What follows belongs to an exercise in optimizing a design on an open flow for small area; a production flow would make more cautious choices. Only simulation tests tie the RTL to the original design; equivalence was not proved. No activity file was given, so power comes from the tool's default toggle rates.

==> design/flow/design.v <==
package mips_pkg;
  typedef enum logic [5:0] {
    OP_RTYPE = 6'b000000,
    OP_J     = 6'b000010,
    OP_JAL   = 6'b000011,
    OP_ADDIU = 6'b001001,
    OP_SLTI  = 6'b001010,
    OP_SLTIU = 6'b001011,
    OP_ANDI  = 6'b001100,
    OP_ORI   = 6'b001101,
    OP_XORI  = 6'b001110,
    OP_LW    = 6'b100011,
    OP_SW    = 6'b101011
  } opcode_t;
  typedef enum logic [5:0] {
    FN_SLL  = 6'b000000,
    FN_SRL  = 6'b000010,
    FN_SRA  = 6'b000011,
    FN_SLLV = 6'b000100,
    FN_SRLV = 6'b000110,
    FN_SRAV = 6'b000111,
    FN_JR   = 6'b001000,
    FN_ADDU = 6'b100001,
    FN_SUBU = 6'b100011,
    FN_AND  = 6'b100100,
    FN_OR   = 6'b100101,
    FN_XOR  = 6'b100110,
    FN_NOR  = 6'b100111,
    FN_SLT  = 6'b101010,
    FN_SLTU = 6'b101011
  } fn_t;
endpackage
module alu
(
  input  logic [5:0]  fncode,
  input  logic [31:0] op_a,
  input  logic [31:0] op_b,
  input  logic [4:0]  shamt,
  output logic [31:0] result
);
  always_comb begin
    result = 32'd0;
    case (fncode)
      mips_pkg::FN_ADDU: result = op_a + op_b;
      mips_pkg::FN_SUBU: result = op_a - op_b;
      mips_pkg::FN_AND:  result = op_a & op_b;
      mips_pkg::FN_OR:   result = op_a | op_b;
      mips_pkg::FN_XOR:  result = op_a ^ op_b;
      mips_pkg::FN_NOR:  result = ~(op_a | op_b);
      mips_pkg::FN_SLT:  result = {31'd0, $signed(op_a) < $signed(op_b)};
      mips_pkg::FN_SLTU: result = {31'd0, op_a < op_b};
      mips_pkg::FN_SLL:  result = op_b << shamt;
      mips_pkg::FN_SRL:  result = op_b >> shamt;
      mips_pkg::FN_SRA:  result = $signed(op_b) >>> shamt;
      mips_pkg::FN_SLLV: result = op_b << op_a[4:0];
      mips_pkg::FN_SRLV: result = op_b >> op_a[4:0];
      mips_pkg::FN_SRAV: result = $signed(op_b) >>> op_a[4:0];
      default: result = 32'd0;
    endcase
  end
endmodule
module alu_ctrl
(
  input  logic [5:0] opcode,
  input  logic [5:0] rtype_fncode,
  output logic [5:0] fncode
);
  always_comb begin
    fncode = mips_pkg::FN_ADDU;
    case (opcode)
      mips_pkg::OP_RTYPE: fncode = rtype_fncode;
      mips_pkg::OP_ANDI:  fncode = mips_pkg::FN_AND;
      mips_pkg::OP_ORI:   fncode = mips_pkg::FN_OR;
      mips_pkg::OP_XORI:  fncode = mips_pkg::FN_XOR;
      mips_pkg::OP_SLTI:  fncode = mips_pkg::FN_SLT;
      mips_pkg::OP_SLTIU: fncode = mips_pkg::FN_SLTU;
      default:  fncode = mips_pkg::FN_ADDU;
    endcase
  end
endmodule
module reg_file (
  input  logic        clk,
  input  logic        reset,
  input  logic [4:0]  addr_a,
  input  logic [4:0]  addr_b,
  input  logic [4:0]  write_addr,
  input  logic        write,
  input  logic [31:0] data_in,
  output logic [31:0] a,
  output logic [31:0] b,
  output logic [31:0] register_v0
);
  logic [31:0] regs_q [32];
  always_ff @(posedge clk) begin
    for (int i = 0; i < 32; i++) begin
      if (reset) regs_q[i] <= 32'd0;
      else if (write && write_addr != 5'd0 && write_addr == 5'(i)) regs_q[i] <= data_in;
    end
  end
  assign a = (addr_a == 5'd0) ? 32'd0 : regs_q[addr_a];
  assign b = (addr_b == 5'd0) ? 32'd0 : regs_q[addr_b];
  assign register_v0 = regs_q[2];
endmodule
module mips_exec_datapath
(
  input  logic        clk,
  input  logic        reset,
  input  logic [4:0]  addr_a,
  input  logic [4:0]  addr_b,
  input  logic [4:0]  write_addr,
  input  logic        write,
  input  logic [31:0] data_in,
  input  logic [5:0]  opcode,
  input  logic [5:0]  rtype_fncode,
  input  logic [4:0]  shamt,
  input  logic        alu_b_sel,
  input  logic [31:0] imm,
  output logic [31:0] a,
  output logic [31:0] b,
  output logic [5:0]  fncode,
  output logic [31:0] alu_out,
  output logic [31:0] register_v0
);
  logic [31:0] alu_b;
  reg_file u_reg_file (
    .clk(clk), .reset(reset), .addr_a(addr_a), .addr_b(addr_b),
    .write_addr(write_addr), .write(write), .data_in(data_in),
    .a(a), .b(b), .register_v0(register_v0)
  );
  alu_ctrl u_alu_ctrl (.opcode(opcode), .rtype_fncode(rtype_fncode), .fncode(fncode));
  assign alu_b = alu_b_sel ? imm : b;
  alu u_alu (.fncode(fncode), .op_a(a), .op_b(alu_b), .shamt(shamt), .result(alu_out));
endmodule
==> design/flow/run.sh <==
#!/bin/bash
# synth_recipe.tcl (not shown) runs the flow's synth.tcl, then flattens the netlist and writes it again
# the make line also repeats each setting of config.mk as NAME=value (left out here)
make -C /OpenROAD-flow-scripts/flow DESIGN_CONFIG=/design/flow/config.mk WORK_HOME=/design/flow/orfs CLKGATE_MAP_FILE= SYNTH_SCRIPT=/design/flow/synth_recipe.tcl finish
==> design/flow/config.mk <==
export PLATFORM = sky130hd
export DESIGN_NAME = mips_exec_datapath
export DESIGN_NICKNAME = mips_exec_datapath
export VERILOG_FILES = /design/flow/design.v
export SDC_FILE = /design/flow/constraint.sdc
export NUM_CORES = 4
export LEC_CHECK = 0
export CAP_MARGIN = 20
export CORE_MARGIN = 2
export CORE_UTILIZATION = 30
export PLACE_DENSITY = 0.5
export SLEW_MARGIN = 20
==> design/flow/constraint.sdc <==
create_clock -name core_clock -period 14.0 [get_ports {clk}]
set_input_delay 2.8000 -clock core_clock [delete_from_list [all_inputs] [get_ports {clk}]]
set_output_delay 2.8000 -clock core_clock [all_outputs]
set_load 0.01 [all_outputs]
==> impl_table.tex <==
\begin{tabular}{lr}
\hline
Metric & Value \\
\hline
\multicolumn{2}{l}{\textbf{STA}} \\
\quad Max transition margin & 0.103 \\
\quad Total Negative Setup Slacks & 0 ns \\
\quad Least setup slack across all paths after layout & $\sim$0.25 ns \\
\quad Final Hold Viols & 0 \\
\quad Final period utilization & 0.982 \\
\quad Highest achievable clock rate & 72.7 MHz \\
\quad Post-route minimum period & approximately 14 ns \\
\quad \# setup viols final & 0 \\
\quad Final max-slew violation count & 0 \\
\quad Worst clock skew & 0 ns \\
\quad Worst-Margin Slew & 1.33 ns \\
\quad RSZ-0062 raised after global routing & false \\
\multicolumn{2}{l}{\textbf{Global routing}} \\
\quad Largest net degree at the start of global routing & about 170 \\
\quad Via count of the first global-routing pass & between 60000 and 70000 \\
\quad Global route overflow & 0 \\
\quad Wire length of the first global-routing pass & between 600000 and 700000 um \\
\quad Antenna violations before repair & 48 \\
\quad Total Routing Usage GR & 0.428 \\
\multicolumn{2}{l}{\textbf{Clock network}} \\
\quad Post-CTS clock slew at the launch and capture registers of the worst setup and hold paths & approximately 0.060 ns \\
\quad Clock sinks & 992 \\
\quad Setup Fix Bufs, Post-CTS & 0 \\
\quad CTS tree & yes \\
\quad Post-CTS Resized & 0 \\
\quad Num CTS Buffers & 109 \\
\quad Hold-fix buffers, CTS & 0 \\
\quad Root cell of the clock tree & sky130\_fd\_sc\_hd\_\_clkbuf\_16 \\
\quad Number of buffers on the longest clock path & 3 \\
\quad Clock insertion delay at the later pin of the skew report & 0.78 ns \\
\quad H-Tree Depth & 3 \\
\multicolumn{2}{l}{\textbf{Floorplan}} \\
\quad Number of primary I/O pins & 234 \\
\quad Initial standard-cell utilization of the core & 0.302 \\
\quad Die H & 450 um \\
\quad Core Area & between 150000 and 200000 um2 \\
\quad Site row count & 163 \\
\quad Die area & between 200000 and 250000 um2 \\
\quad Die Width & 450 um \\
\multicolumn{2}{l}{\textbf{Synth}} \\
\quad Warnings, synthesis & 4 \\
\quad Top cells by area, synth & sky130\_fd\_sc\_hd\_\_dfxtp\_1, sky130\_fd\_sc\_hd\_\_nand2\_1, sky130\_fd\_sc\_hd\_\_a21oi\_1 \\
\quad Most used standard cell by instance count after synthesis & sky130\_fd\_sc\_hd\_\_nand2\_1 \\
\quad Library cells used by synthesis & 108 \\
\quad Post-Synthesis Cells & 8385 \\
\quad Post-Syn Nets & between 8000 and 9000 \\
\quad Number of synthesized register bits & $\sim$1000 \\
\quad Register area share after synthesis & 0.333 \\
\quad EDFF count, synth & 0 \\
\quad Synth area leader & sky130\_fd\_sc\_hd\_\_dfxtp\_1 \\
\quad Area share of the largest cell type after synthesis & 0.333 \\
\quad Asr flop ratio synth & 0 \\
\quad Most used flip-flop cell after synthesis & sky130\_fd\_sc\_hd\_\_dfxtp\_1 \\
\quad Top cells by count, synth & sky130\_fd\_sc\_hd\_\_nand2\_1, sky130\_fd\_sc\_hd\_\_a21oi\_1, sky130\_fd\_sc\_hd\_\_dfxtp\_1 \\
\quad Synthesized area per cell & around 7 um2 \\
\quad Syn Std Cell Area & a little under 60000 um2 \\
\multicolumn{2}{l}{\textbf{Worst setup path}} \\
\quad Kind of capture point of the worst setup path & output pin \\
\quad Required time at the worst-slack endpoint & 11.20 ns \\
\quad Category of the critical setup timing path & input pin to output pin \\
\quad Data arrival time at the worst-slack endpoint & 10.95 ns \\
\quad Critical Path Source Type & input pin \\
\quad Worst-path maximum fanout & 23 \\
\multicolumn{2}{l}{\textbf{Placed design}} \\
\quad Setup WS pre-CTS & approximately 0.65 ns \\
\quad HPWL after DPL & 296000 um \\
\quad Area after DPL & about 66000 um2 \\
\quad Final Wtd Congestion & 1.04 \\
\quad Total of buffers placed on input and output ports & 233 \\
\multicolumn{2}{l}{\textbf{Final layout}} \\
\quad Register with the most flip-flops & u\_reg\_file.regs\_q \\
\quad Nets & 8489 \\
\quad Layout-stage area growth over the synthesis result & 16.2\% \\
\quad Largest registers in the final layout & u\_reg\_file.regs\_q x992 \\
\quad Post-Layout Inst Area & 69400 um2 \\
\quad Flip-flop count of the largest register after layout & 992 \\
\quad Fraction of layout instances using a drive strength above 1 & 0.0972 \\
\multicolumn{2}{l}{\textbf{Detailed routing}} \\
\quad Antenna-violating nets left & 0 \\
\quad Remaining DRCs & 0 \\
\quad Vias per cell & 6.81 \\
\quad Average wire length per cell after detail routing & 41.3 um \\
\quad TritonRoute pass-1 iters & 13 \\
\quad Total detailed-routing wirelength & 457000 um \\
\quad DR iter-0 viols & $\sim$15000 \\
\quad Vias after detailed routing & 75300 \\
\multicolumn{2}{l}{\textbf{Pwr}} \\
\quad Pwr Density & 102 nW/um2 \\
\quad LEAKAGE & 0.0252 uW \\
\quad Proportion of power drawn by the clock network & 0.446 \\
\quad Switching pwr & 2170 uW \\
\quad Maximum vdd ir drop & 0.000105 V \\
\quad Comb power frac & 0.146 \\
\quad Sequential Power Share & 0.407 \\
\quad Switching fraction of total power & 0.308 \\
\quad Internal Pwr Total & between 4000 and 5000 uW \\
\multicolumn{2}{l}{\textbf{Run status}} \\
\quad Result of the run & no timing/DRC/antenna violations \\
\multicolumn{2}{l}{\textbf{Min path}} \\
\quad Class of the most critical hold timing path & flip-flop to flip-flop \\
\multicolumn{2}{l}{\textbf{Job}} \\
\quad Max capacitance violation total & 0 \\
\hline
\end{tabular}
==> power groups by stage <==
stage	clock, uW	combinational, uW	sequential, uW
3_3_place_gp	0	979	2930
6_report	3140	1030	2870
3_5_place_dp	0	976	2930
2_1_floorplan	0	488	2920
5_1_grt	3240	1040	2870
4_1_cts	3130	978	2870
==> cell usage in the layout (no fill, tap or decap), types with 127 or more instances in the layout <==
| master | netlist | final |
|---|---|---|
| sky130_fd_sc_hd__nor2_1 | 238 | 177 |
| sky130_fd_sc_hd__buf_4 | 19 | 360 |
| sky130_fd_sc_hd__a21oi_1 | 1193 | 1193 |
| sky130_fd_sc_hd__mux2i_1 | 143 | 140 |
| sky130_fd_sc_hd__and3_1 | 454 | 452 |
| sky130_fd_sc_hd__nand3_1 | 187 | 177 |
| sky130_fd_sc_hd__dfxtp_1 | 992 | 992 |
| sky130_fd_sc_hd__clkdlybuf4s50_1 | 0 | 215 |
| sky130_fd_sc_hd__a22oi_1 | 481 | 481 |
| sky130_fd_sc_hd__a2111oi_0 | 131 | 127 |
| sky130_fd_sc_hd__nand2_1 | 2372 | 2354 |
==> stage by stage <==
stage	hold slack, ns	total power [uW]	instances	util
detailed placement	0.456	3910	10800	0.332
finish	0.472	7050	11100	0.351
global placement	0.447	3910	10800	0.332
global route	0.483	7140	11000	0.351
CTS	0.464	6980	11000	0.351
floorplan	0.436	3400	8385	-
==> final timing paths <==
check                           startpoint                        to  slack (ns)  depth (start not counted)
setup / recovery                 addr_a[3]               alu_out[25]        0.25                         22
hold / removal    u_reg_file.regs_q[7][14]  u_reg_file.regs_q[7][14]        0.47                          2
setup reg to reg   u_reg_file.regs_q[2][3]   u_reg_file.regs_q[2][3]       12.90                          2
hold reg to reg   u_reg_file.regs_q[7][14]  u_reg_file.regs_q[7][14]        0.47                          2
==> logic make-up (layout without fill, tap and decap cells) <==
family                   after synthesis  in the layout  synth area share
AO/OA/AOI/OAI                       2465           2465             0.268
XOR/XNOR                               8              8           0.00117
adder cells (fa/ha/maj)              100            100            0.0212
buffers and inverters                907            897            0.0612
flip-flops                           992            992             0.333
multiplexers                         202            202            0.0371
other                                  0             41                 0
AND/OR/NAND/NOR                     3711           3711             0.278
==> worst max-delay path, stage by stage <==
cell	delay, ns
sky130_fd_sc_hd__clkdlybuf4s50_1	0.76
sky130_fd_sc_hd__buf_4	0.41
sky130_fd_sc_hd__nor3b_1	0.68
sky130_fd_sc_hd__and2_2	0.72
sky130_fd_sc_hd__a22oi_1	0.19
sky130_fd_sc_hd__nand4b_1	0.24
sky130_fd_sc_hd__o31a_1	0.45
sky130_fd_sc_hd__inv_1	0.16
sky130_fd_sc_hd__ha_1	0.37
sky130_fd_sc_hd__a211oi_1	0.29
sky130_fd_sc_hd__o21bai_1	0.16
sky130_fd_sc_hd__a221oi_1	0.73
sky130_fd_sc_hd__o31ai_1	0.19
sky130_fd_sc_hd__buf_4	0.21
sky130_fd_sc_hd__a31oi_1	0.41
sky130_fd_sc_hd__o31ai_1	0.21
sky130_fd_sc_hd__a31oi_1	0.33
sky130_fd_sc_hd__o31ai_1	0.13
sky130_fd_sc_hd__xnor2_1	0.17
sky130_fd_sc_hd__nor2_1	0.06
sky130_fd_sc_hd__or4_1	0.70
sky130_fd_sc_hd__clkdlybuf4s50_1	0.54
==> routing by layer <==
metal  GRT usage  share of wire  vias to the layer above
li1            -              -                    29800
met1       0.518           0.36                    36400
met2       0.623           0.41                     6947
met3       0.143           0.13                     2135
met4       0.331          0.094                       24
met5     0.00213        0.00053                        -
==> final cells by class <==
class	instances	area [um2]
fillers	21000	128000
well taps	2640	3300
diodes	41	103
repair buffers	594	5020
clock buffers	157	3200
flip-flops and latches	992	19900
multi-input cells	6486	36900
inverters	106	398
clock inverters	40	562

## afterwards: timing with drivers on the ports
Ports are ideal in the flow. The routed layout listed here was re-timed in OpenROAD.
Step 1: set_driving_cell puts a clkbuf_16 on clk and a buf_2 on each other input, an assumption about the parent block.
Step 2 moves the port delays by t, midway between the first and last clock arrival at a register: inputs arrive t later, outputs are due t later. That takes back most of the time a late clock gives input paths.
Three values: no drivers, after step 1, after step 2; two values: the first two.
t, ns: 0.863
slack for setup (ns): 0.254 / 0.170 / 0.170
worst hold slack (ns): 0.472 / 0.472 / 0.472
After both steps this run still meets setup and hold. The setup slack of this run moves by -0.084 ns with the drivers and by -0.084 ns with both steps.
